Source: an optimization exercise on an open RTL-to-GDS flow (aim: small area and a short achievable clock period). Production flows keep margins and buffers that such runs may drop. Power figures rest on the tool's default switching activity, not on a simulated workload.

==> module riscv_branch_predictor, before the edit <==
module riscv_branch_predictor
#(
  parameter int ENTRIES = 16
) (
  input  logic            clk,
  input  logic            rst,
  input  logic [XLEN-1:0] lookup_pc,
  output logic            pred_taken,
  output logic [XLEN-1:0] pred_target,
  input  logic            upd_valid,
  input  logic [XLEN-1:0] upd_pc,
  input  logic            upd_taken,
  input  logic [XLEN-1:0] upd_target,
  input  logic            upd_pred_taken,
  input  logic [XLEN-1:0] upd_pred_target,
  output logic            mispredict,
  output logic [XLEN-1:0] redirect_pc,
  output logic [XLEN-1:0] mispredict_count
);
  localparam int IDX   = $clog2(ENTRIES);
  localparam int TAG_W = XLEN - IDX - 2;
  logic [ENTRIES-1:0] valid_q;
  logic [TAG_W-1:0]   tag_q    [ENTRIES];
  logic [XLEN-1:0]    target_q [ENTRIES];
  logic [1:0]         ctr_q    [ENTRIES];
  logic [TAG_W-1:0] lk_tag, up_tag;
  logic [ENTRIES-1:0] lk_sel, up_sel;
  logic             up_hit, wrong;
  assign lk_tag = lookup_pc[XLEN-1:IDX+2];
  assign up_tag = upd_pc[XLEN-1:IDX+2];
  always_comb begin
    for (int i = 0; i < ENTRIES; i++) begin
      lk_sel[i] = (lookup_pc[IDX+1:2] == i);
      up_sel[i] = (upd_pc[IDX+1:2] == i);
    end
  end
  logic [TAG_W-1:0] lk_tag_rd, up_tag_rd;
  logic [XLEN-1:0]  lk_tgt_rd;
  logic             lk_vt_rd, up_v_rd;
  always_comb begin
    lk_tag_rd = '0;
    lk_tgt_rd = '0;
    lk_vt_rd  = 1'b0;
    up_tag_rd = '0;
    up_v_rd   = 1'b0;
    for (int i = 0; i < ENTRIES; i++) begin
      lk_tag_rd = lk_tag_rd | ({TAG_W{lk_sel[i]}} & tag_q[i]);
      lk_tgt_rd = lk_tgt_rd | ({XLEN{lk_sel[i]}} & target_q[i]);
      lk_vt_rd  = lk_vt_rd  | (lk_sel[i] & valid_q[i] & ctr_q[i][1]);
      up_tag_rd = up_tag_rd | ({TAG_W{up_sel[i]}} & tag_q[i]);
      up_v_rd   = up_v_rd   | (up_sel[i] & valid_q[i]);
    end
  end
  assign pred_taken  = lk_vt_rd && (lk_tag_rd == lk_tag);
  assign pred_target = pred_taken ? lk_tgt_rd : {lookup_pc[XLEN-1:2] + 30'd1, lookup_pc[1:0]};
  assign up_hit = up_v_rd && (up_tag_rd == up_tag);
  assign wrong  = (upd_taken != upd_pred_taken) ||
                  (upd_taken && (upd_pred_target != upd_target));
  logic [1:0] ctr_step [ENTRIES];
  always_ff @(posedge clk) begin
    for (int i = 0; i < ENTRIES; i++) begin
      if (upd_valid && upd_taken && up_sel[i]) begin
        tag_q[i]    <= up_tag;
        target_q[i] <= upd_target;
      end
      if (upd_valid && up_sel[i] && (up_hit || upd_taken))
        ctr_q[i] <= up_hit ? ctr_step[i] : CTR_WT;
    end
  end
  for (genvar g = 0; g < ENTRIES; g++) begin : g_ctr
    riscv_sat_counter2 u_ctr (
      .ctr      (ctr_q[g]),
      .inc      (upd_taken),
      .ctr_next (ctr_step[g])
    );
  end
  always_ff @(posedge clk) begin
    if (rst) valid_q <= '0;
    else if (upd_valid && upd_taken) valid_q <= valid_q | up_sel;
  end
  logic [XLEN:0] cnt_inc;
  assign cnt_inc = {1'b0, mispredict_count} + 33'd1;
  always_ff @(posedge clk) begin
    if (rst) begin
      mispredict       <= 1'b0;
      redirect_pc      <= '0;
      mispredict_count <= '0;
    end else begin
      mispredict <= upd_valid && wrong;
      if (upd_valid && wrong) begin
        redirect_pc <= upd_taken ? upd_target : {upd_pc[XLEN-1:2] + 30'd1, upd_pc[1:0]};
        if (!cnt_inc[XLEN]) mispredict_count <= cnt_inc[XLEN-1:0];
      end
    end
  end
endmodule
export LEC_CHECK = 0
export CAP_MARGIN = 20
export CORE_MARGIN = 2
export CORE_UTILIZATION = 40
export SETUP_SLACK_MARGIN = 1.5
export SLEW_MARGIN = 20
create_clock -name core_clock -period 6.5 [get_ports {clk}]
run.sh (not shown) runs the stock make flow with config.mk's settings and CLKGATE_MAP_FILE= SYNTH_SCRIPT=/design/flow/synth_recipe.tcl, a recipe that flattens the netlist after the stock synthesis.
The baseline completed without violations.
Edit:
--- a/flow/design.v
+++ b/flow/design.v
@@ -51,58 +51,36 @@
   logic [XLEN-1:0]    target_q [ENTRIES];
   logic [1:0]         ctr_q    [ENTRIES];
+  logic [IDX-1:0]   lk_idx, up_idx;
   logic [TAG_W-1:0] lk_tag, up_tag;
-  logic [ENTRIES-1:0] lk_sel, up_sel;
-  logic             up_hit, wrong;
+  logic             lk_hit, up_hit, wrong;
+  logic [1:0]       up_ctr_next;
+  assign lk_idx = lookup_pc[IDX+1:2];
   assign lk_tag = lookup_pc[XLEN-1:IDX+2];
+  assign up_idx = upd_pc[IDX+1:2];
   assign up_tag = upd_pc[XLEN-1:IDX+2];
-  always_comb begin
-    for (int i = 0; i < ENTRIES; i++) begin
-      lk_sel[i] = (lookup_pc[IDX+1:2] == i);
-      up_sel[i] = (upd_pc[IDX+1:2] == i);
-    end
-  end
-  logic [TAG_W-1:0] lk_tag_rd, up_tag_rd;
-  logic [XLEN-1:0]  lk_tgt_rd;
-  logic             lk_vt_rd, up_v_rd;
-  always_comb begin
-    lk_tag_rd = '0;
-    lk_tgt_rd = '0;
-    lk_vt_rd  = 1'b0;
-    up_tag_rd = '0;
-    up_v_rd   = 1'b0;
-    for (int i = 0; i < ENTRIES; i++) begin
-      lk_tag_rd = lk_tag_rd | ({TAG_W{lk_sel[i]}} & tag_q[i]);
-      lk_tgt_rd = lk_tgt_rd | ({XLEN{lk_sel[i]}} & target_q[i]);
-      lk_vt_rd  = lk_vt_rd  | (lk_sel[i] & valid_q[i] & ctr_q[i][1]);
-      up_tag_rd = up_tag_rd | ({TAG_W{up_sel[i]}} & tag_q[i]);
-      up_v_rd   = up_v_rd   | (up_sel[i] & valid_q[i]);
-    end
-  end
-  assign pred_taken  = lk_vt_rd && (lk_tag_rd == lk_tag);
-  assign pred_target = pred_taken ? lk_tgt_rd : {lookup_pc[XLEN-1:2] + 30'd1, lookup_pc[1:0]};
-  assign up_hit = up_v_rd && (up_tag_rd == up_tag);
+  assign lk_hit      = valid_q[lk_idx] && (tag_q[lk_idx] == lk_tag);
+  assign pred_taken  = lk_hit && ctr_q[lk_idx][1];
+  assign pred_target = pred_taken ? target_q[lk_idx] : {lookup_pc[XLEN-1:2] + 30'd1, lookup_pc[1:0]};
+  assign up_hit = valid_q[up_idx] && (tag_q[up_idx] == up_tag);
   assign wrong  = (upd_taken != upd_pred_taken) ||
                   (upd_taken && (upd_pred_target != upd_target));
-  logic [1:0] ctr_step [ENTRIES];
+  riscv_sat_counter2 u_ctr (
+    .ctr      (ctr_q[up_idx]),
+    .inc      (upd_taken),
+    .ctr_next (up_ctr_next)
+  );
   always_ff @(posedge clk) begin
     for (int i = 0; i < ENTRIES; i++) begin
-      if (upd_valid && upd_taken && up_sel[i]) begin
+      if (upd_valid && upd_taken && up_idx == i) begin
         tag_q[i]    <= up_tag;
         target_q[i] <= upd_target;
       end
-      if (upd_valid && up_sel[i] && (up_hit || upd_taken))
-        ctr_q[i] <= up_hit ? ctr_step[i] : CTR_WT;
+      if (upd_valid && up_idx == i && (up_hit || upd_taken))
+        ctr_q[i] <= up_hit ? up_ctr_next : CTR_WT;
     end
-  end
-  for (genvar g = 0; g < ENTRIES; g++) begin : g_ctr
-    riscv_sat_counter2 u_ctr (
-      .ctr      (ctr_q[g]),
-      .inc      (upd_taken),
-      .ctr_next (ctr_step[g])
-    );
   end
   always_ff @(posedge clk) begin
     if (rst) valid_q <= '0;
-    else if (upd_valid && upd_taken) valid_q <= valid_q | up_sel;
+    else if (upd_valid && upd_taken) valid_q[up_idx] <= 1'b1;
   end
   logic [XLEN:0] cnt_inc;
Result:
- The changed run completed without violations
- die area is higher by 0.83%
- first-iteration DRC count went up by about 3.3%
- worst setup slack improved by 0.099 ns
- hold slack hardly moves
- non-clock buffer count climbs by 59
- global-route usage rose by 3.1 points
- sequential power hardly moves
No run of this note included a check of the RTL's function; only the layout flow was run.

==> afterwards: timing with drivers on the ports <==
No port has a modelled driver above. Below, the same layouts with a new extraction and two added sets of constraints.
Step 1: set_driving_cell puts a clkbuf_16 on clk and a buf_2 on each other input, an assumption about the parent block.
Step 2, shift: input delay + t, output delay - t, t = (earliest + latest rising clock arrival at the registers) / 2. This alone moves slack from input paths to output paths.
a / b / c = ideal / step 1 / step 2; a / b = the first two.
| run | shift t [ns] | setup WS [ns] | cell pins on the clock port's net |
|---|---|---|---|
| the first run | 0.778 | 0.143 / 0.119 / 0.119 | 1 |
| the second run | 0.792 | 0.241 / 0.195 / 0.195 | 1 |
After both steps every run listed still meets setup and hold. The setup slack of the second run, which loses most, moves by -0.046 ns with the drivers and by -0.046 ns with both steps.
